What follows belongs to an exercise in optimizing a design on an open flow for small area and a short achievable clock period; a production flow would make more cautious choices. Only simulation tests tie the RTL to the original design; equivalence was not proved. Power is estimated from default activity; no workload was simulated.

`flow/design.v`:
```
package validator_pkg;
    localparam int W_DEF     = 128;
    localparam int LANES_DEF = 4;
    localparam int DEPTH_DEF = 8;
    localparam int DW_DEF    = 8;
    localparam int CNT_W     = 32;
    function automatic logic [CNT_W-1:0] sat_inc(input logic [CNT_W-1:0] v);
        if (v == {CNT_W{1'b1}}) begin
            sat_inc = v;
        end else begin
            sat_inc = v + 1'b1;
        end
    endfunction
endpackage
module sync_fifo
#(
    parameter int W     = validator_pkg::W_DEF,
    parameter int DEPTH = validator_pkg::DEPTH_DEF
) (
    input  logic         clk,
    input  logic         rst,
    input  logic [W-1:0] wr_data,
    input  logic         push,
    input  logic         rd_en,
    output logic [W-1:0] rd_data,
    output logic         empty,
    output logic         full
);
    localparam int CW = $clog2(DEPTH + 1);
    logic [DEPTH-1:0] wr_oh_q;
    logic [DEPTH-1:0] rd_oh_q;
    logic [CW-1:0]    cnt_q, cnt_d;
    logic             empty_q, full_q;
    logic             pop;
    logic [W-1:0]     mem_q [DEPTH];
    assign pop   = rd_en && !empty_q;
    assign empty = empty_q;
    assign full  = full_q;
    always_comb begin
        cnt_d = cnt_q;
        if (push && !pop) cnt_d = cnt_q + 1'b1;
        if (!push && pop) cnt_d = cnt_q - 1'b1;
    end
    always_ff @(posedge clk) begin
        if (rst) begin
            wr_oh_q <= DEPTH'(1);
            rd_oh_q <= DEPTH'(1);
            cnt_q   <= '0;
            empty_q <= 1'b1;
            full_q  <= 1'b0;
        end else begin
            if (push) wr_oh_q <= {wr_oh_q[DEPTH-2:0], wr_oh_q[DEPTH-1]};
            if (pop)  rd_oh_q <= {rd_oh_q[DEPTH-2:0], rd_oh_q[DEPTH-1]};
            cnt_q   <= cnt_d;
            empty_q <= (cnt_d == '0);
            full_q  <= (cnt_d == CW'(DEPTH));
        end
    end
    for (genvar j = 0; j < DEPTH; j++) begin : g_slot
        logic [W-1:0] q;
        always_ff @(posedge clk) begin
            if (wr_oh_q[j] && !full_q) q <= wr_data;
        end
        assign mem_q[j] = q;
    end
    always_comb begin
        rd_data = '0;
        for (int j = 0; j < DEPTH; j++) begin
            rd_data = rd_data | (mem_q[j] & {W{rd_oh_q[j]}});
        end
    end
endmodule
module validator_array
#(
    parameter int W     = validator_pkg::W_DEF,
    parameter int LANES = validator_pkg::LANES_DEF,
    parameter int DEPTH = validator_pkg::DEPTH_DEF,
    parameter int DW    = validator_pkg::DW_DEF
) (
    input  logic               clk,
    input  logic               rst,
    input  logic               i_valid,
    input  logic [W-1:0]       i_transaction,
    output logic               i_ready,
    input  logic [DW-1:0]      i_difficulty,
    output logic [LANES-1:0]   lane_valid_o,
    output logic [LANES*W-1:0] lane_data_o,
    input  logic [LANES-1:0]   lane_ack_i,
    input  logic [LANES-1:0]   res_valid_i,
    input  logic [LANES*W-1:0] res_data_i,
    output logic [LANES-1:0]   res_ack_o,
    output logic               o_valid,
    output logic [W-1:0]       o_hash,
    input  logic               o_ready,
    output logic [validator_pkg::CNT_W-1:0]   o_pass_count,
    output logic [validator_pkg::CNT_W-1:0]   o_drop_count
);
    logic [LANES-1:0] fifo_empty;
    logic [LANES-1:0] fifo_full;
    logic [LANES-1:0] fifo_wr;
    logic [LANES-1:0] dsel_q;       
    logic [LANES-1:0] csel_q;       
    logic             rdy_q;        
    logic             o_valid_q;
    logic [W-1:0]     o_hash_q, o_hash_d;
    logic [validator_pkg::CNT_W-1:0] pass_cnt_q;
    logic [validator_pkg::CNT_W-1:0] drop_cnt_q;
    logic             pass;
    logic             take;
    logic             take_pass;
    logic [LANES-1:0] dsel_nx;
    logic [LANES-1:0] stuck;        
    logic             rdy_stay, rdy_adv;
    logic             res_ok;
    logic             res_take;
    always_comb begin
        pass = 1'b1;
        for (int i = 0; i < W; i++) begin
            if (($unsigned(i) < 32'(i_difficulty)) && i_transaction[W-1-i]) begin
                pass = 1'b0;
            end
        end
    end
    assign take      = i_valid && rdy_q;
    assign take_pass = take && pass;
    assign fifo_wr   = dsel_q & {LANES{take_pass}};
    assign dsel_nx   = {dsel_q[LANES-2:0], dsel_q[LANES-1]};
    assign stuck     = fifo_full & ~lane_ack_i;
    assign rdy_stay  = ~|(dsel_q  & stuck);
    assign rdy_adv   = ~|(dsel_nx & stuck);
    always_comb begin
        lane_valid_o = ~fifo_empty;
        i_ready      = rdy_q;
    end
    always_comb begin
        res_ok    = (!o_valid_q || o_ready) && !rst;
        res_ack_o = res_valid_i & csel_q & {LANES{res_ok}};
        res_take  = |res_ack_o;
        o_hash_d  = '0;
        for (int k = 0; k < LANES; k++) begin
            o_hash_d = o_hash_d | (res_data_i[k*W +: W] & {W{csel_q[k]}});
        end
    end
    always_ff @(posedge clk) begin
        if (rst) begin
            dsel_q     <= LANES'(1);
            csel_q     <= LANES'(1);
            rdy_q      <= 1'b0;
            o_valid_q  <= 1'b0;
            pass_cnt_q <= '0;
            drop_cnt_q <= '0;
        end else begin
            if (take_pass) dsel_q <= dsel_nx;
            if (res_take)  csel_q <= {csel_q[LANES-2:0], csel_q[LANES-1]};
            rdy_q      <= take_pass ? rdy_adv : rdy_stay;
            o_valid_q  <= res_take || (o_valid_q && !o_ready);
            if (take_pass)         pass_cnt_q <= validator_pkg::sat_inc(pass_cnt_q);
            if (take && !pass)     drop_cnt_q <= validator_pkg::sat_inc(drop_cnt_q);
        end
    end
    always_ff @(posedge clk) begin
        if (!o_valid_q || o_ready) o_hash_q <= o_hash_d;
    end
    always_comb begin
        o_valid      = o_valid_q;
        o_hash       = o_hash_q;
        o_pass_count = pass_cnt_q;
        o_drop_count = drop_cnt_q;
    end
    for (genvar k = 0; k < LANES; k++) begin : g_lane
        sync_fifo #(
            .W     (W),
            .DEPTH (DEPTH)
        ) u_fifo (
            .clk     (clk),
            .rst     (rst),
            .wr_data (i_transaction),
            .push    (fifo_wr[k]),
            .rd_en   (lane_ack_i[k]),
            .rd_data (lane_data_o[k*W +: W]),
            .empty   (fifo_empty[k]),
            .full    (fifo_full[k])
        );
    end
endmodule
```
`flow/constraint.sdc`:
```
create_clock -name core_clock -period 5.5 [get_ports {clk}]
set_input_delay 1.1000 -clock core_clock [delete_from_list [all_inputs] [get_ports {clk}]]
set_output_delay 1.1000 -clock core_clock [all_outputs]
set_load 0.01 [all_outputs]
```
`flow/run.sh`:
```
#!/bin/bash
# synth_recipe.tcl (not shown) runs the flow's synth.tcl, then flattens the netlist and writes it again
# the make line also repeats each setting of config.mk as NAME=value (left out here)
make -C /OpenROAD-flow-scripts/flow DESIGN_CONFIG=/design/flow/config.mk WORK_HOME=/design/flow/orfs CLKGATE_MAP_FILE= SYNTH_SCRIPT=/design/flow/synth_recipe.tcl finish
```
`flow/config.mk`:
```
export PLATFORM = sky130hd
export DESIGN_NAME = validator_array
export DESIGN_NICKNAME = validator_array
export VERILOG_FILES = /design/flow/design.v
export SDC_FILE = /design/flow/constraint.sdc
export NUM_CORES = 4
export LEC_CHECK = 0
export CAP_MARGIN = 20
export CORE_MARGIN = 2
export CORE_UTILIZATION = 40
export SLEW_MARGIN = 20
```
==> flow_summary.yaml, run 1 <==
drt:
  drtAntennaViolNets: 0
  wirelength_um: 719700
  drc: 0
  drtIter0Drc: 16870
  via_count: 103100
  first_pass_iters: 8
  post_drt_via_cell_ratio: 6.350
  wl_per_cell_um: 44.33
timing:
  worst_slack_ns: 0.5279
  fmax_ghz: 0.2011
  rsz0062_at_grt: "no"
  min_period_ns: 4.972
  slew_headroom: 0.1738
  slew_viol_final: 0
  setup_viol: 0
  tightestPinTransition_ns: 1.239
  finClkSkew_ns: 0.08231
  fin_crit_sh: 0.9040
  hold_viol: 0
  worst_hold_slack_ns: 0.4919
yosys:
  synth_top_cell_by_area: "edfxtp_1"
  synth_ff_type: "edfxtp_1"
  postSynthCellCount: 8862
  ys_ff_latch: 4386
  yosysSeqAreaShare: 0.8172
  netlist_top_cells_count: "edfxtp_1 (4224), a22oi_1 (2313), clkbuf_1 (539)"
  synth_fp_nets: 9532
  yosysWarnings: 3
  synth_cell_types: 80
  synth_edf_count: 4224
  netlist_top_cells_area: "edfxtp_1 (80%), a22oi_1 (11%), nand4_1 (2.1%)"
  post-synth-top-count-cell: "edfxtp_1"
  synth_area_um2: 159200
  async_flop_share: 0
  avgSynthCellArea_um2: 17.96
  synth_top_area_frac: 0.7968
pwr:
  powerDensity_nw_per_um2: 385.5
  p_leak_nw: 61.35
  vdd_drop_max_v: 0.0003412
  total_power_w: 0.07547
global_route:
  grt_max_degree: 129
  grt_pass1_vias: 94330
  grt_usage: 0.3465
  grt_pass1_wl_um: 930900
  overflow: 0
  antenna_found_initial: 260
clock_tree:
  clkLatencyLatePin_ns: 1.02
  post_cts_buffers: 0
  clk_pin_slew_ns: 0.06
  ctsHoldBuffers: 0
  clockBufferDepth: 4
  cts_buffers: 437
  clockRootBuffer: "clkbuf_16"
  tritoncts: "done"
  cts_num_sinks: 4386
  cts_resized: 0
  htree_num_levels: 5
critical_path:
  path_class: "reg2out"
  critPathLaunchType: "flop"
  worstPathRequired_ns: 4.40
  critPathMaxStageDelay_ns: 1.08
  crit_fanout: 55
  cp.buffers_inverters: 2
  crit_path_cell_trace: "buf_4 -> a22oi_1 -> nand4_1 -> clkdlybuf4s50_1"
  critPathArrivalTime_ns: 3.87
  cp_num_cells: 4
  cp-endpoint: "lane_data_o[484]"
  r2r_start: "pass_cnt_q[4]$_SDFFE_PP0P_"
  startpoint: "g_lane[3].u_fifo.rd_oh_q[6]$_SDFFE_PP0P_"
  worstRegToRegCells: 11
  reg2reg_setup_slack_ns: 2.24
  rr_endpoint: "pass_cnt_q[1]$_SDFFE_PP0P_"
  crit_path_top_delay_cell: "dfxtp_4"
  cp-end-kind: "output pin"
  cp_top_family: "buffers and inverters"
finish:
  fin_nets: 11170
  fill_cells: 32560
  drive_gt1_frac: 0.1175
  final_core_util: 0.4944
  final_area_um2: 195800
  areaGrowthSynthToFinish_pct: 22.98
die:
  die_w_um: 634.8
  row_count: 231
  initial_core_util: 0.4020
  ios: 1374
  core_area_um2: 396000
  fp.dieH_um: 634.8
  dieArea_um2: 403000
place:
  numPortBuffers: 1373
  routabilityCongestion: 1.225
  post-dp-hpwl_um: 479800
  dpl-instance-area_um2: 181200
  dp_slack_ns: -0.1120
status:
  status: "no timing/DRC/antenna violations"
hold_path:
  min_path_type: "in2reg"
job:
  drv_cap: 0
-- through the flow --
step                      setup TNS, ns  std cells
after global placement          -0.2801      15300
after CTS                             0      16110
after floorplan                -4667.44       8862
after global routing                  0      16170
after detailed placement        -0.6121      15300
final                                 0      16230
-- metal layers --
layer  vias up  part of all wire  GRT usage
met3      1031              0.13     0.1074
met1     53970              0.38     0.4694
met4        86             0.049     0.1448
li1      40650                 -          -
met2      7347              0.44     0.5178
met5         -           0.00078          0
-- worst reg2reg max path, stage by stage (launching register included) --
cell and delay (ns):
dfxtp_1 0.41, nand3_1 0.19, nor2_1 0.17, and3_1 0.26, and3_1 0.42, nand2b_1 0.38, or3_1 0.54, nand4_4 0.17
buf_12 0.19, buf_4 0.15, mux2i_1 0.18, nor2_1 0.06
-- area by class of cell --
type | count | area (um^2) | share of cell area
Antenna cell | 122 | 305.3 | 0.001559
Clock buffer | 538 | 11470 | 0.05859
Clock inverter | 268 | 2733 | 0.01396
Inverter | 29 | 108.9 | 0.0005560
Multi-Input combinational cell | 3856 | 26940 | 0.1376
Sequential cell | 4386 | 130200 | 0.6652
Tap cell | 5242 | 6559 | 0.03350
Timing Repair Buffer | 1792 | 17430 | 0.08905
-- sequential cells by signal, indices dropped and copies added, names as in the netlist, 16 cells and up --
name	count
g_lane.u_fifo.g_slot.q	4096
o_hash_q	128
drop_cnt_q	32
g_lane.u_fifo.rd_oh_q	32
g_lane.u_fifo.wr_oh_q	32
pass_cnt_q	32
g_lane.u_fifo.cnt_q	16
-- layout by cell type (no fill, tap or decap), types with 10 or more instances in the layout --
cell type        instances
a21oi_1                 66
a22oi_1               2313
and3_1                  27
and4_1                  14
buf_12                  95
buf_2                  128
buf_4                  325
bufinv_16               42
clkbuf_1                89
clkbuf_16              441
clkdlybuf4s50_1       1244
clkinv_1                90
clkinv_2                77
clkinvlp_4              18
dfxtp_1                126
dfxtp_4                 36
diode_2                122
edfxtp_1              4224
ha_1                    10
inv_1                   29
inv_6                   15
mux2i_1                 45
nand2_1                250
nand3_1                 49
nand4_1                536
nor2_1                 121
nor2b_4                 32
nor3_1                  45
o211ai_1                14
o21ai_0                 70
o22ai_1                 12
o31ai_1                 11
or3_1                   14
xnor2_1                 49
xor2_1                  15
-- how the worst min path moves through the flow --
stage / start / end / slack (ns) / depth (start not counted)
final: i_transaction[2] / g_lane[3].u_fifo.g_slot[4].q[2]$_DFFE_PP_ / 0.49 / 1
after global routing: i_transaction[2] / g_lane[3].u_fifo.g_slot[3].q[2]$_DFFE_PP_ / 0.47 / 1
after CTS: i_transaction[2] / g_lane[3].u_fifo.g_slot[2].q[2]$_DFFE_PP_ / 0.44 / 1
after detailed placement: g_lane[2].u_fifo.wr_oh_q[0]$_SDFFE_PP1P_ / g_lane[2].u_fifo.wr_oh_q[0]$_SDFFE_PP1P_ / 0.50 / 2
after global placement: g_lane[2].u_fifo.wr_oh_q[0]$_SDFFE_PP1P_ / g_lane[2].u_fifo.wr_oh_q[0]$_SDFFE_PP1P_ / 0.49 / 2
after floorplan: g_lane[2].u_fifo.wr_oh_q[0]$_SDFFE_PP1P_ / g_lane[2].u_fifo.wr_oh_q[0]$_SDFFE_PP1P_ / 0.46 / 2
-- where the power goes --
part / switching (W) / total [W] / internal, W
combinational: 0.00525 / 0.00794 / 0.00269
sequential: 0.000392 / 0.0377 / 0.0373
clock: 0.0130 / 0.0298 / 0.0168
total: 0.0186 / 0.0755 / 0.0568
-- cells by family (layout without fill, tap and decap cells) --
logic type                 Yosys count  count (layout)  synth area share
adders and majority gates           17              17          0.001234
buffers and inverters              620            2627           0.01524
AOI/OAI and AO/OA                 2566            2566            0.1196
other                                0             122                 0
xor gates and xnor gates            68              68          0.003930
muxes                               46              46          0.002900
and+or+nand+nor                   1159            1159           0.03996
DFF                               4386            4386            0.8172
==> run 2, diff against run 1 <==
--- a/flow/design.v
+++ b/flow/design.v
@@ -27,14 +27,25 @@
     output logic         full
 );
+    localparam int SD = DEPTH - 1;              
     localparam int CW = $clog2(DEPTH + 1);
-    logic [DEPTH-1:0] wr_oh_q;
-    logic [DEPTH-1:0] rd_oh_q;
-    logic [CW-1:0]    cnt_q, cnt_d;
-    logic             empty_q, full_q;
-    logic             pop;
-    logic [W-1:0]     mem_q [DEPTH];
-    assign pop   = rd_en && !empty_q;
-    assign empty = empty_q;
-    assign full  = full_q;
+    logic [SD-1:0] wr_oh_q;
+    logic [SD-1:0] rd_oh_q;
+    logic [CW-1:0] cnt_q, cnt_d;
+    logic          empty_q, full_q;
+    logic          one_q;                        
+    logic          multi_q;                      
+    logic          pop;
+    logic          head_en;
+    logic          to_store;                     
+    logic          store_rd;                     
+    logic [W-1:0]  head_q, head_d;
+    logic [W-1:0]  mem_q [SD];
+    assign pop      = rd_en && !empty_q;
+    assign empty    = empty_q;
+    assign full     = full_q;
+    assign rd_data  = head_q;
+    assign head_en  = empty_q || rd_en;
+    assign to_store = push && !empty_q && !(one_q && rd_en);
+    assign store_rd = multi_q && rd_en;
     always_comb begin
         cnt_d = cnt_q;
@@ -44,18 +55,22 @@
     always_ff @(posedge clk) begin
         if (rst) begin
-            wr_oh_q <= DEPTH'(1);
-            rd_oh_q <= DEPTH'(1);
+            wr_oh_q <= SD'(1);
+            rd_oh_q <= SD'(1);
             cnt_q   <= '0;
             empty_q <= 1'b1;
             full_q  <= 1'b0;
+            one_q   <= 1'b0;
+            multi_q <= 1'b0;
         end else begin
-            if (push) wr_oh_q <= {wr_oh_q[DEPTH-2:0], wr_oh_q[DEPTH-1]};
-            if (pop)  rd_oh_q <= {rd_oh_q[DEPTH-2:0], rd_oh_q[DEPTH-1]};
+            if (to_store) wr_oh_q <= {wr_oh_q[SD-2:0], wr_oh_q[SD-1]};
+            if (store_rd) rd_oh_q <= {rd_oh_q[SD-2:0], rd_oh_q[SD-1]};
             cnt_q   <= cnt_d;
             empty_q <= (cnt_d == '0);
             full_q  <= (cnt_d == CW'(DEPTH));
-        end
-    end
-    for (genvar j = 0; j < DEPTH; j++) begin : g_slot
+            one_q   <= (cnt_d == CW'(1));
+            multi_q <= (cnt_d > CW'(1));
+        end
+    end
+    for (genvar j = 0; j < SD; j++) begin : g_slot
         logic [W-1:0] q;
         always_ff @(posedge clk) begin
@@ -65,8 +80,11 @@
     end
     always_comb begin
-        rd_data = '0;
-        for (int j = 0; j < DEPTH; j++) begin
-            rd_data = rd_data | (mem_q[j] & {W{rd_oh_q[j]}});
-        end
+        head_d = multi_q ? '0 : wr_data;
+        for (int j = 0; j < SD; j++) begin
+            head_d = head_d | (mem_q[j] & {W{multi_q && rd_oh_q[j]}});
+        end
+    end
+    always_ff @(posedge clk) begin
+        if (head_en) head_q <= head_d;
     end
 endmodule
@@ -101,4 +119,8 @@
     logic [LANES-1:0] dsel_q;       
     logic [LANES-1:0] csel_q;       
+    logic [LANES-1:0] csel_d;
+    logic [LANES-1:0] ack_free_q;   
+    logic [LANES-1:0] ack_busy_q;   
+    logic             o_valid_d;
     logic             rdy_q;        
     logic             o_valid_q;
@@ -112,5 +134,4 @@
     logic [LANES-1:0] stuck;        
     logic             rdy_stay, rdy_adv;
-    logic             res_ok;
     logic             res_take;
     always_comb begin
@@ -134,7 +155,8 @@
     end
     always_comb begin
-        res_ok    = (!o_valid_q || o_ready) && !rst;
-        res_ack_o = res_valid_i & csel_q & {LANES{res_ok}};
+        res_ack_o = res_valid_i & {LANES{!rst}} & (ack_free_q | (ack_busy_q & {LANES{o_ready}}));
         res_take  = |res_ack_o;
+        csel_d    = res_take ? {csel_q[LANES-2:0], csel_q[LANES-1]} : csel_q;
+        o_valid_d = res_take || (o_valid_q && !o_ready);
         o_hash_d  = '0;
         for (int k = 0; k < LANES; k++) begin
@@ -146,4 +168,6 @@
             dsel_q     <= LANES'(1);
             csel_q     <= LANES'(1);
+            ack_free_q <= LANES'(1);
+            ack_busy_q <= '0;
             rdy_q      <= 1'b0;
             o_valid_q  <= 1'b0;
@@ -152,7 +176,9 @@
         end else begin
             if (take_pass) dsel_q <= dsel_nx;
-            if (res_take)  csel_q <= {csel_q[LANES-2:0], csel_q[LANES-1]};
+            csel_q     <= csel_d;
+            ack_free_q <= csel_d & {LANES{!o_valid_d}};
+            ack_busy_q <= csel_d & {LANES{o_valid_d}};
             rdy_q      <= take_pass ? rdy_adv : rdy_stay;
-            o_valid_q  <= res_take || (o_valid_q && !o_ready);
+            o_valid_q  <= o_valid_d;
             if (take_pass)         pass_cnt_q <= validator_pkg::sat_inc(pass_cnt_q);
             if (take && !pass)     drop_cnt_q <= validator_pkg::sat_inc(drop_cnt_q);
--- a/flow/config.mk
+++ b/flow/config.mk
@@ -6,6 +6,8 @@
 export NUM_CORES = 4
 export LEC_CHECK = 0
+export ABC_CLOCK_PERIOD_IN_PS = 2800
 export CAP_MARGIN = 20
 export CORE_MARGIN = 2
-export CORE_UTILIZATION = 40
+export CORE_UTILIZATION = 50
+export SETUP_SLACK_MARGIN = 2.5
 export SLEW_MARGIN = 20
==> run 2 against run 1 <==
  * Still clean
  * Core utilization is 13 points higher
  * Fmax is 28% higher
  * Synthesized area is 0.76% higher
  * Synthesized cell count is 1.5% higher
  * Power is 8.0% higher
  * Die area is 19% lower
  * Sequential power is 8.0% higher
  * Via count is 8.1% higher
  * Hold slack worse by 0.012 ns
  * Global-route usage is 11 points higher
  * Critical path type is now in2reg
==> flow_summary.yaml, run 2 <==
finish:
  final_common_cell: "edfxtp_1"
  stdcell_count: 15510
  largest_register: "g_lane.u_fifo.g_slot.q"
  drive_gt1_frac: 0.1251
  fin_nets: 11370
  top_regs: "g_lane.u_fifo.g_slot.q: 3584 flops, g_lane.u_fifo.head_q: 512 flops, o_hash_q: 128 flops"
  layout_common_cells: "edfxtp_1 (4224), a22oi_1 (772), nand2_1 (732), clkdlybuf4s50_1 (724), dlygate4sd2_1 (557)"
  areaGrowthSynthToFinish_pct: 23.13
  largest_reg_flops: 3584
place:
  numPortBuffers: 1373
  dp_slack_ns: -0.05766
  post-dp-hpwl_um: 486500
  routabilityCongestion: 1.050
  dp_cells: 14370
timing:
  min_period_ns: 3.892
  hold_viol: 0
  fin_crit_sh: 0.7076
  worst_hold_slack_ns: 0.4804
  tightestPinTransition_ns: 1.278
  finClkSkew_ns: 0.1065
  setup_viol: 0
  fmax_ghz: 0.2569
  rsz0062_at_grt: "yes"
  slew_viol_final: 0
  worst_slack_ns: 1.608
  slew_headroom: 0.1483
critical_path:
  critPathLaunchType: "input port"
  worstRegToRegCells: 10
  critPathArrivalTime_ns: 4.68
  crit_path_top_delay_cell: "clkdlybuf4s50_1"
  crit_path_cell_trace: "clkdlybuf4s50_1 -> o21ai_2 -> nand4_1 -> or4b_1 -> a221o_1 -> nor4_4 -> buf_6 -> buf_12 -> nand4_4 -> buf_4 -> a211o_4 -> mux2i_1 -> nor2_1"
  startpoint: "i_transaction[49]"
  worstPathRequired_ns: 6.28
  critPathMaxStageDelay_ns: 0.80
  rr_endpoint: "pass_cnt_q[30]$_SDFFE_PP0P_"
  r2r_start: "pass_cnt_q[10]$_SDFFE_PP0P_"
  reg2reg_setup_slack_ns: 1.91
  cp-end-kind: "flop"
  cp-endpoint: "g_lane[2].u_fifo.wr_oh_q[5]$_SDFFE_PP0P_"
  crit_fanout: 7
  path_class: "in2reg"
clock_tree:
  tritoncts: "done"
  htree_num_levels: 5
  clockRootBuffer: "clkbuf_16"
  ctsHoldBuffers: 0
  clockBufferDepth: 4
  clk_pin_slew_ns: 0.07
  clkLatencyLatePin_ns: 1.02
  cts_num_sinks: 4394
  cts_buffers: 419
yosys:
  avgSynthCellArea_um2: 17.83
  synth_edf_count: 4224
  post-synth-top-count-cell: "edfxtp_1"
  postSynthCellCount: 8997
  ys_ff_latch: 4394
  synth_area_um2: 160400
  synth_cell_types: 79
  synth_fp_nets: 9667
  synth_ff_type: "edfxtp_1"
  netlist_top_cells_area: "edfxtp_1 (79%), a22oi_1 (3.6%), o2111ai_1 (2.8%)"
  yosysWarnings: 3
  async_flop_share: 0
  synth_top_cell_by_area: "edfxtp_1"
  yosysSeqAreaShare: 0.8121
  netlist_top_cells_count: "edfxtp_1 (4224), a22oi_1 (774), nand2_1 (738)"
  synth_top_area_frac: 0.7908
die:
  dieArea_um2: 325300
  row_count: 207
  initial_core_util: 0.5035
  die_w_um: 570.4
  core_area_um2: 318600
  fp.dieH_um: 570.4
  ios: 1374
job:
  drv_cap: 0
global_route:
  grt_pass1_vias: 100500
  grt_pass1_wl_um: 977100
  grt_max_degree: 110
  overflow: 0
  antenna_found_initial: 273
  grt_usage: 0.4567
status:
  status: "no timing/DRC/antenna violations"
drt:
  drtIter0Drc: 24840
  wl_per_cell_um: 49.35
  drtAntennaViolNets: 0
  wirelength_um: 765600
  first_pass_iters: 6
  via_count: 111400
  drc: 0
  post_drt_via_cell_ratio: 7.180
pwr:
  p_leak_nw: 65.43
  vdd_drop_max_v: 0.0004565
  powerDensity_nw_per_um2: 412.7
hold_path:
  min_path_type: "reg2reg"
==> run 2: power breakdown <==
part           internal, W  total [W]  switching, W
Clock               0.0162     0.0293        0.0131
Sequential          0.0393     0.0407       0.00146
Combinational      0.00346     0.0115       0.00801
Total               0.0590     0.0815        0.0225
==> run 2: worst min-delay path by stage <==
stage | from | end | slack [ns] | cells past startpoint
global route | rst | g_lane[2].u_fifo.rd_oh_q[4]$_SDFFE_PP0P_ | 0.48 | 2
finish | g_lane[3].u_fifo.rd_oh_q[6]$_SDFFE_PP0P_ | g_lane[3].u_fifo.rd_oh_q[6]$_SDFFE_PP0P_ | 0.48 | 2
floorplan | g_lane[0].u_fifo.rd_oh_q[1]$_SDFFE_PP0P_ | g_lane[0].u_fifo.rd_oh_q[1]$_SDFFE_PP0P_ | 0.44 | 2
CTS | rst | g_lane[2].u_fifo.rd_oh_q[1]$_SDFFE_PP0P_ | 0.43 | 2
detailed placement | g_lane[1].u_fifo.rd_oh_q[3]$_SDFFE_PP0P_ | g_lane[1].u_fifo.rd_oh_q[3]$_SDFFE_PP0P_ | 0.46 | 2
global placement | g_lane[0].u_fifo.rd_oh_q[2]$_SDFFE_PP0P_ | g_lane[0].u_fifo.rd_oh_q[2]$_SDFFE_PP0P_ | 0.46 | 2
==> run 2: cell type report <==
class / instances / area [um^2]
inverter: 153 / 585.6
clock inverter: 295 / 2973
antenna: 276 / 690.7
timing repair buffer: 1846 / 18160
fill: 21470 / 121100
multi-input combinational: 3885 / 28820
clock buffer: 485 / 10750
sequential: 4394 / 130300
tap: 4180 / 5230
==> run 2: logic make-up after synthesis <==
logic type | after synthesis | synth area share
fa+ha+maj | 11 | 0.0008425
buf+inv | 733 | 0.01723
flops | 4394 | 0.8121
compound gates | 2545 | 0.1296
xor+xnor | 72 | 0.004017
simple gates | 1194 | 0.03321
mux | 48 | 0.003058
==> run 2: through the flow <==
stage          TNS, ns  utilization  total power (W)  instance area [um^2]
6_report             0       0.6199          0.08150                197500
5_1_grt              0       0.6192          0.08249                197300
4_1_cts              0       0.6151          0.08060                195900
3_5_place_dp   -0.4644       0.5701          0.05271                181600
3_3_place_gp   -0.1908       0.5699          0.05257                181600
2_1_floorplan        0            -          0.04409                160700
==> run 2: timing repair <==
item,in CTS,in global routing
setup buffers,41,25
gates resized for setup,1009,104
cloned,11,13
setup endpoints to repair,823,170
pin swaps,63,67
==> run 2: per-layer routing <==
| layer | vias up | GRT usage | part of all wire |
|---|---|---|---|
| met5 | - | 0 | 0.00071 |
| met4 | 66 | 0.3011 | 0.084 |
| met3 | 2539 | 0.1714 | 0.17 |
| met2 | 12690 | 0.6548 | 0.42 |
| met1 | 54830 | 0.5822 | 0.33 |
| li1 | 41260 | - | - |
==> run 2: critical path, delay by kind of cell <==
| kind | cells | cell delay [ns] |
|---|---|---|
| buffers and inverters | 4 | 1.31 |
| AO/OA/AOI/OAI | 3 | 0.93 |
| multiplexers | 1 | 0.21 |
| AND/OR/NAND/NOR | 5 | 1.11 |

## afterwards: timing with drivers on the ports
No port has a modelled driver above. Below, the same layouts with a new extraction and two added sets of constraints. Step 1 (the two cells are an assumption about what drives the block):
set clk [get_ports {clk}]
set_driving_cell -lib_cell sky130_fd_sc_hd__clkbuf_16 $clk
set_driving_cell -lib_cell sky130_fd_sc_hd__buf_2 [delete_from_list [all_inputs] $clk]
Step 2 adds t to the input delays and takes it off the output delays; t is the mean of the earliest and latest rising clock arrival at the registers after step 1. Input paths then give back, and output paths get back, about the clock's delay inside the block. a / b / c = ideal ports / drivers / drivers and shift; a / b = the first two.
run	shift t [ns]	setup WS [ns]	worst hold slack (ns)	worst slew at a driven data input, ns	pins driven straight from the clock port
run 1	1.102	0.528 / 0.402 / -0.198	0.492 / 0.476 / 0.514	0.46	1
run 2	1.085	1.608 / 1.641 / 0.557	0.480 / 0.480 / 0.480	0.78	1
With both steps, setup timing fails in run 1, where it was met with ideal ports. The setup slack of run 2, which loses most, moves by +0.033 ns with the drivers and by -1.051 ns with both steps.
